From an optimization exercise on the open Yosys and OpenROAD flow, aimed at a short achievable clock period and few clock cycles per item; shortcuts taken in it are not production practice.
The RTL was checked by simulation tests, not by an equivalence proof against the original design.
Power figures rest on the tool's default switching activity, not on a simulated workload.

[flow/config.mk]
export PLATFORM = sky130hd
export DESIGN_NAME = cpu_core
export DESIGN_NICKNAME = cpu_core
export VERILOG_FILES = /design/flow/design.v
export SDC_FILE = /design/flow/constraint.sdc
export NUM_CORES = 4
export LEC_CHECK = 0
export CAP_MARGIN = 20
export CORE_MARGIN = 2
export CORE_UTILIZATION = 40
export SLEW_MARGIN = 20
[flow/constraint.sdc]
create_clock -name core_clock -period 11.0 [get_ports {clk}]
set_input_delay 2.2000 -clock core_clock [delete_from_list [all_inputs] [get_ports {clk}]]
set_output_delay 2.2000 -clock core_clock [all_outputs]
set_load 0.01 [all_outputs]
[flow/design.v]
`default_nettype none
package cpu_pkg;
    localparam int xlen       = 32;
    localparam int reg_addr_w = 5;
    localparam logic [6:0] op_reg    = 7'b0110011;
    localparam logic [6:0] op_imm    = 7'b0010011;
    localparam logic [6:0] op_lui    = 7'b0110111;
    localparam logic [6:0] op_branch = 7'b1100011;
    localparam logic [2:0] f3_add_sub = 3'b000;
    localparam logic [2:0] f3_xor     = 3'b100;
    localparam logic [2:0] f3_or      = 3'b110;
    localparam logic [2:0] f3_and     = 3'b111;
    localparam logic [2:0] f3_beq     = 3'b000;
    localparam logic [2:0] f3_bne     = 3'b001;
    localparam logic [6:0] f7_sub = 7'b0100000;  
    typedef enum logic [2:0] {
        alu_add,
        alu_sub,
        alu_and,
        alu_or,
        alu_xor,
        alu_pass_b
    } alu_op_t;
    typedef enum logic [1:0] {
        fetch_s,
        load_s,
        exec_s,
        wb_s
    } state_t;
endpackage
`default_nettype wire
`default_nettype none
import cpu_pkg::*;
module inst_decoder (
    input  logic [xlen-1:0]       i_inst,
    output logic [reg_addr_w-1:0] o_rd,
    output logic [reg_addr_w-1:0] o_rs1,
    output logic [reg_addr_w-1:0] o_rs2,
    output logic [xlen-1:0]       o_imm,
    output logic [2:0]            o_alu_op,
    output logic                  o_type_imm,
    output logic                  o_type_int_imm,
    output logic                  o_type_int_reg,
    output logic                  o_type_branch,
    output logic                  o_rd_is_zero
);
    logic [6:0]      opcode;
    logic            type_lui;
    logic [xlen-1:0] imm_i;
    logic [xlen-1:0] imm_b;
    logic [xlen-1:0] imm_u;
    assign opcode = i_inst[6:0];
    assign o_rd   = i_inst[11:7];
    assign o_rs1  = i_inst[19:15];
    assign o_rs2  = i_inst[24:20];
    assign o_type_int_imm = (opcode == op_imm);
    assign o_type_int_reg = (opcode == op_reg);
    assign o_type_branch  = (opcode == op_branch);
    assign type_lui       = (opcode == op_lui);
    assign o_type_imm     = o_type_int_imm | type_lui;  
    assign o_rd_is_zero   = (i_inst[11:7] == '0);
    assign imm_i = {{(xlen-12){i_inst[31]}}, i_inst[31:20]};
    assign imm_b = {{(xlen-12){i_inst[31]}}, i_inst[7], i_inst[30:25], i_inst[11:8], 1'b0};
    assign imm_u = {i_inst[31:12], 12'b0};
    assign o_imm = o_type_branch ? imm_b : (type_lui ? imm_u : imm_i);
    always_comb begin
        o_alu_op = alu_add;
        if (o_type_int_reg || o_type_int_imm) begin
            case (i_inst[14:12])
                f3_add_sub: begin
                    if (o_type_int_reg && i_inst[31:25] == f7_sub) begin
                        o_alu_op = alu_sub;
                    end
                end
                f3_xor:  o_alu_op = alu_xor;
                f3_or:   o_alu_op = alu_or;
                f3_and:  o_alu_op = alu_and;
                default: o_alu_op = alu_add;
            endcase
        end else if (o_type_branch) begin
            o_alu_op = alu_sub;  
        end else if (type_lui) begin
            o_alu_op = alu_pass_b;
        end
    end
endmodule
`default_nettype wire
`default_nettype none
import cpu_pkg::*;
module reg_file (
    input  logic                  clk,
    input  logic                  i_rs1_en,
    input  logic [reg_addr_w-1:0] i_rs1,
    output logic [xlen-1:0]       o_rs1_dout,
    input  logic                  i_rs2_en,
    input  logic [reg_addr_w-1:0] i_rs2,
    output logic [xlen-1:0]       o_rs2_dout,
    input  logic                  i_rd_en,
    input  logic [reg_addr_w-1:0] i_rd,
    input  logic [xlen-1:0]       i_rd_din
);
    logic [xlen-1:0] regs [0:(1<<reg_addr_w)-1];
    always_ff @(posedge clk) begin
        if (i_rd_en && i_rd != '0) begin
            regs[i_rd] <= i_rd_din;
        end
    end
    always_ff @(posedge clk) begin
        if (i_rs1_en) begin
            o_rs1_dout <= (i_rs1 == '0) ? '0 : regs[i_rs1];
        end
        if (i_rs2_en) begin
            o_rs2_dout <= (i_rs2 == '0) ? '0 : regs[i_rs2];
        end
    end
endmodule
`default_nettype wire
`default_nettype none
import cpu_pkg::*;
module cpu_alu (
    input  logic [2:0]        i_op,
    input  logic [xlen-1:0] i_a,
    input  logic [xlen-1:0] i_b,
    input  logic            i_is_bne,
    output logic [xlen-1:0] o_result,
    output logic            o_branch_taken
);
    logic operands_equal;
    always_comb begin
        case (i_op)
            alu_add:    o_result = i_a + i_b;
            alu_sub:    o_result = i_a - i_b;
            alu_and:    o_result = i_a & i_b;
            alu_or:     o_result = i_a | i_b;
            alu_xor:    o_result = i_a ^ i_b;
            alu_pass_b: o_result = i_b;
            default:    o_result = '0;
        endcase
    end
    assign operands_equal = (o_result == '0);
    assign o_branch_taken = operands_equal ^ i_is_bne;
endmodule
`default_nettype wire
`default_nettype none
import cpu_pkg::*;
module cpu_control (
    input  logic clk,
    input  logic rst,
    input  logic i_raddr_ready,
    input  logic i_rdata_valid,
    input  logic i_type_int_reg,
    input  logic i_type_branch,
    input  logic i_rd_is_zero,
    output logic o_raddr_valid,
    output logic o_rdata_ready,
    output logic o_inst_load,
    output logic o_rs1_en,
    output logic o_rs2_en,
    output logic o_rd_en,
    output logic o_pc_update
);
    logic [1:0] state;
    logic [1:0] state_next;
    logic   addr_hs;
    logic   data_hs;
    assign addr_hs = o_raddr_valid & i_raddr_ready;
    assign data_hs = o_rdata_ready & i_rdata_valid;
    always_comb begin
        state_next = state;
        case (state)
            fetch_s: if (addr_hs) state_next = load_s;
            load_s:  if (data_hs) state_next = exec_s;
            exec_s:  state_next = wb_s;
            wb_s:    state_next = fetch_s;
            default: state_next = fetch_s;
        endcase
    end
    always_ff @(posedge clk) begin
        if (rst) begin
            state         <= fetch_s;
            o_raddr_valid <= 1'b0;
            o_rdata_ready <= 1'b0;
        end else begin
            state         <= state_next;
            o_raddr_valid <= (state_next == fetch_s);
            o_rdata_ready <= (state_next == load_s);
        end
    end
    assign o_inst_load = data_hs;
    assign o_rs1_en    = (state == exec_s);
    assign o_rs2_en    = (state == exec_s) & (i_type_int_reg | i_type_branch);
    assign o_rd_en     = (state == wb_s) & ~i_type_branch & ~i_rd_is_zero;
    assign o_pc_update = (state == wb_s);
endmodule
`default_nettype wire
`default_nettype none
import cpu_pkg::*;
module cpu_core (
    input  logic                  clk,
    input  logic                  rst,
    output logic                  o_raddr_valid,
    output logic [xlen-1:0]       o_raddr,
    input  logic                  i_raddr_ready,
    input  logic                  i_rdata_valid,
    input  logic [xlen-1:0]       i_rdata,
    output logic                  o_rdata_ready,
    output logic                  o_wb_en,
    output logic [reg_addr_w-1:0] o_wb_addr,
    output logic [xlen-1:0]       o_wb_data,
    output logic [xlen-1:0]       o_pc
);
    logic [xlen-1:0]       pc;
    logic [xlen-1:0]       inst;
    logic                  inst_load;
    logic                  pc_update;
    logic                  rs1_en;
    logic                  rs2_en;
    logic                  rd_en;
    logic [reg_addr_w-1:0] rd;
    logic [reg_addr_w-1:0] rs1;
    logic [reg_addr_w-1:0] rs2;
    logic [xlen-1:0]       imm;
    logic [2:0]            alu_op;
    logic                  type_imm;
    logic                  type_int_reg;
    logic                  type_branch;
    logic                  rd_is_zero;
    logic [xlen-1:0]       rs1_dout;
    logic [xlen-1:0]       rs2_dout;
    logic [xlen-1:0]       alu_b;
    logic [xlen-1:0]       alu_result;
    logic                  branch_taken;
    logic                  is_bne;
    always_ff @(posedge clk) begin
        if (rst) begin
            pc <= '0;
        end else if (pc_update) begin
            if (type_branch && branch_taken) begin
                pc <= pc + imm;  
            end else begin
                pc <= pc + xlen'(4);
            end
        end
    end
    always_ff @(posedge clk) begin
        if (inst_load) begin
            inst <= i_rdata;
        end
    end
    assign o_raddr = pc;
    assign o_pc    = pc;
    assign alu_b  = type_imm ? imm : rs2_dout;
    assign is_bne = (inst[14:12] == f3_bne);
    assign o_wb_en   = rd_en;
    assign o_wb_addr = rd;
    assign o_wb_data = alu_result;
    cpu_control control (
        .clk            (clk),
        .rst            (rst),
        .i_raddr_ready  (i_raddr_ready),
        .i_rdata_valid  (i_rdata_valid),
        .i_type_int_reg (type_int_reg),
        .i_type_branch  (type_branch),
        .i_rd_is_zero   (rd_is_zero),
        .o_raddr_valid  (o_raddr_valid),
        .o_rdata_ready  (o_rdata_ready),
        .o_inst_load    (inst_load),
        .o_rs1_en       (rs1_en),
        .o_rs2_en       (rs2_en),
        .o_rd_en        (rd_en),
        .o_pc_update    (pc_update)
    );
    inst_decoder idec (
        .i_inst         (inst),
        .o_rd           (rd),
        .o_rs1          (rs1),
        .o_rs2          (rs2),
        .o_imm          (imm),
        .o_alu_op       (alu_op),
        .o_type_imm     (type_imm),
        .o_type_int_imm (),
        .o_type_int_reg (type_int_reg),
        .o_type_branch  (type_branch),
        .o_rd_is_zero   (rd_is_zero)
    );
    reg_file rf (
        .clk        (clk),
        .i_rs1_en   (rs1_en),
        .i_rs1      (rs1),
        .o_rs1_dout (rs1_dout),
        .i_rs2_en   (rs2_en),
        .i_rs2      (rs2),
        .o_rs2_dout (rs2_dout),
        .i_rd_en    (rd_en),
        .i_rd       (rd),
        .i_rd_din   (alu_result)
    );
    cpu_alu alu (
        .i_op           (alu_op),
        .i_a            (rs1_dout),
        .i_b            (alu_b),
        .i_is_bne       (is_bne),
        .o_result       (alu_result),
        .o_branch_taken (branch_taken)
    );
endmodule
`default_nettype wire
[flow/run.sh]
#!/bin/bash
# synth_recipe.tcl (not shown) runs the flow's synth.tcl, then flattens the netlist and writes it again
# the make line also repeats each setting of config.mk as NAME=value (left out here)
make -C /OpenROAD-flow-scripts/flow DESIGN_CONFIG=/design/flow/config.mk WORK_HOME=/design/flow/orfs CLKGATE_MAP_FILE= SYNTH_SCRIPT=/design/flow/synth_recipe.tcl finish
==> results.sh <==
export IMPL_die_x_um=390
export IMPL_maxSlewHeadroom_pct=16.3
export IMPL_hp_class="reg -> reg"
export IMPL_drtAntennaViolNets=0
export IMPL_dp_hpwl_mm=114
export IMPL_r2r_cells=27
export IMPL_path_class="reg -> out"
export IMPL_cts_sinks=1156
export IMPL_leakagePower_nw=22.1
export IMPL_grt_start_max_net_pins=137
export IMPL_rsz0062_at_grt="false"
export IMPL_num_rows=141
export IMPL_drv_cap=0
export IMPL_post_route_drc_count=0
export IMPL_finalCriticalPeriod_ps=10510
export IMPL_clk_pin_slew_ps=60
export IMPL_vias=36600
export IMPL_worstReg2RegEnd="pc[29]"
export IMPL_ys_ff_latch=1156
export IMPL_worst_setup_path_start_kind="flip-flop"
export IMPL_setup_violations=0
export IMPL_ys_flop_type="edfxtp_1"
export IMPL_cp_arrival_ps=8310
export IMPL_worst_pin_slew_ps=1260
export IMPL_critPathLaunch="inst[3]"
export IMPL_gp_congestion=0.984
export IMPL_track_usage_pct=24.5
export IMPL_grt_ovfl_total=0
export IMPL_hold_viol=0
export IMPL_period_share_pct=95.5
export IMPL_portBuffers=139
export IMPL_die_area_mm2=0.152
export IMPL_drt_vias_per_instance=6.36
export IMPL_start_util_pct=40.3
export IMPL_yosysTopAreaCellShare_pct=56.3
export IMPL_wl_per_cell_um=32.6
export IMPL_io_pins=140
export IMPL_r2r_start="inst[3]"
export IMPL_finalPower_w=0.00945
export IMPL_final_util_pct=45.7
export IMPL_fp_dieH_um=390
export IMPL_status="no timing/DRC/antenna violations"
export IMPL_finalNetCount=3888
export IMPL_synth_area_mm2=0.0597
export IMPL_report_final_slew_viol_count=0
export IMPL_min_delay_path_depth=1
export IMPL_avgSynthCellArea_um2=16.6
export IMPL_netlist_instances=3593
export IMPL_synth_async_reset_ratio_pct=0
export IMPL_synth_top_cell_by_area="edfxtp_1"
export IMPL_drt_first_iter_violations=4883
export IMPL_rrSetupSlack_ps=1810
export IMPL_worst_setup_path_end_kind="output port"
export IMPL_p_per_area_mw_per_mm2=140
export IMPL_ys_seq_area_share_pct=57.5
export IMPL_layout_drive_gt1_share_pct=26.8
export IMPL_grt_pass1_wl_mm=266
export IMPL_drt_pass1_iterations=6
export IMPL_cts_tree="done"
export IMPL_required_ps=8800
export IMPL_cts_root_buf="clkbuf_16"
export IMPL_yosysWarnings=5
export IMPL_fin_worst_skew_ps=43.1
export IMPL_ys_types=96
export IMPL_cts_buffers=120
export IMPL_antenna_found_initial=4
export IMPL_synth_edf_count=1120
export IMPL_core_mm2=0.148
export IMPL_synth_top_cells_by_area="edfxtp_1, mux4_2, ha_1"
export IMPL_cp_max_fo=14
export IMPL_hold_end="control.o_rdata_ready"
export IMPL_setup_tns_ps=0
export IMPL_n_fill_cell=12600
export IMPL_hold_ws_ps=537
export IMPL_htree_levels=3
export IMPL_grt_pass1_vias=35800
export IMPL_timing_fmax_mhz=95.2
export IMPL_min_delay_start="control.state[1]"
export IMPL_clock_latency_ps=780
export IMPL_wl_mm=187
export IMPL_clk_path_buf_depth=3
export IMPL_area_growth_pct=13.4
export IMPL_peakVddDrop_mv=0.127
## cell type report
| type | count | area, um2 | area share [%] |
|---|---|---|---|
| diodes | 1 | 2.50 | 0.00370 |
| clock buffers | 148 | 3150 | 4.65 |
| clock inverters | 74 | 733 | 1.08 |
| inverters | 136 | 514 | 0.760 |
| multi-input cells | 2053 | 24100 | 35.6 |
| flip-flops and latches | 1156 | 34400 | 50.8 |
| well taps | 1930 | 2410 | 3.57 |
| repair buffers | 256 | 2450 | 3.62 |
## Yosys cell counts (all sizes together) (41+ instances only)
| master | number |
|---|---|
| a21oi | 121 |
| nand3 | 61 |
| xnor2 | 62 |
| mux2i | 57 |
| clkbuf | 143 |
| nand2 | 173 |
| buf | 136 |
| inv | 136 |
| edfxtp | 1120 |
| mux4 | 640 |
| ha | 127 |
| o21ai | 108 |
| nor3 | 41 |
| nor2 | 197 |
## state kept, by name, indices dropped and copies added, names as in the netlist
register               cells
rf.regs                 1024
control.state              2
pc                        32
rf.o_rs2_dout             32
control.o_rdata_ready      1
rf.o_rs1_dout             32
inst                      32
control.o_raddr_valid      1
## critical path: stages (launching register included)
cell and delay (ps):
edfxtp_1 430, and3b_1 510, nand2_1 490, and2_1 370
o31ai_2 330, nand3_1 200, nor2_1 170, nand2_1 160
nor4_1 640, and2_1 330, o211ai_1 140, nand2_1 110
xnor2_1 90, ha_1 430, and3_4 260, nand2_2 70
or4b_1 510, a22o_1 210, a21oi_1 230, a21oi_1 120
o21ai_0 210, xnor2_1 100, a221oi_2 470, inv_1 330
clkdlybuf4s50_1 560
## where the power goes
group	switching [W]	internal, W
combinational	0.000299	0.000237
clock	0.00175	0.00231
sequential	0.0000240	0.00483
## per-stage QoR
step	area, um2	setup WS, ps	cells
2_1_floorplan	59800	3480	3624
3_3_place_gp	63700	1270	5526
3_5_place_dp	63800	1260	5529
4_1_cts	67600	390	5751
5_1_grt	67700	26.0	5753
6_report	67700	491	5754
## how the worst max path moves through the flow
stage / slack, ps / depth (start not counted) / endpoint
detailed placement: 1260 / 24 / o_wb_data[31]
global route: 30 / 23 / o_wb_data[31]
global placement: 1270 / 23 / o_wb_data[31]
CTS: 390 / 24 / o_wb_data[31]
floorplan: 3480 / 25 / o_wb_data[31]
finish: 490 / 24 / o_wb_data[31]
## metal layers
metal / vias to the layer above / routed length [um] / track usage, %
met5: - / 11 / 0
met1: 19500 / 78700 / 35.3
met4: 2 / 5800 / 7.99
met2: 1818 / 86900 / 38.0
li1: 15000 / - / -
met3: 285 / 16200 / 4.33
## cell usage in the layout (no fill, tap or decap), drive strengths merged, types with 11 or more instances in the layout
master	instances
a211oi	25
a21o	31
a21oi	121
a22oi	21
a31oi	37
and2	19
and3	19
buf	116
bufinv	12
clkbuf	149
clkdlybuf4s50	139
clkinv	55
conb	32
dfxtp	36
edfxtp	1120
ha	127
inv	138
mux2	14
mux2i	57
mux4	640
nand2	173
nand2b	21
nand3	61
nand4	16
nor2	197
nor2b	17
nor3	41
nor4	17
o21a	12
o21ai	108
o22ai	14
o32ai	11
or3	15
xnor2	62
xor2	16
## logic make-up (layout without fill, tap and decap cells)
| group | Yosys count | after routing | share of synthesized area (%) |
|---|---|---|---|
| AO/OA/AOI/OAI | 476 | 476 | 5.23 |
| XOR/XNOR | 78 | 78 | 1.14 |
| adder cells (fa/ha/maj) | 129 | 129 | 2.73 |
| buffers and inverters | 415 | 614 | 2.93 |
| flip-flops | 1156 | 1156 | 57.5 |
| multiplexers | 711 | 711 | 25.4 |
| other | 1 | 33 | 0.00628 |
| AND/OR/NAND/NOR | 627 | 627 | 5.06 |
## what timing repair did
action | in CTS | in global routing
setup endpoints to repair | 0 | 2
hold buffers | 0 | 0
gates resized for setup | 0 | 1
setup buffers | 0 | 1
Testbench counts, summed over its fixed seeds: cycles 32,028, instrs 7,995.

-- what the ideal ports hide --
How much do the figures lean on ideal ports? The routed layout below was timed once more, with nothing changed but the port constraints. Step 1, drivers: a clkbuf_16 drives clk and a buf_2 each remaining input, both assumed. Step 2 also shifts input and output timing later by t, the mid clock arrival at the registers, as if the neighbouring blocks saw the same clock. Slacks: ideal / step 1 / step 2; pairs: ideal / step 1.
t (ns): 0.845
setup slack, ns: 0.491 / 0.409 / 1.253
clock arrival spread, ns: 0.045 / 0.045
slew at the worst register clock pin (ns): 0.07 / 0.07
After both steps this run still meets setup and hold. For this run, drivers alone change the setup slack by -0.082 ns; drivers and shift together by +0.762 ns.
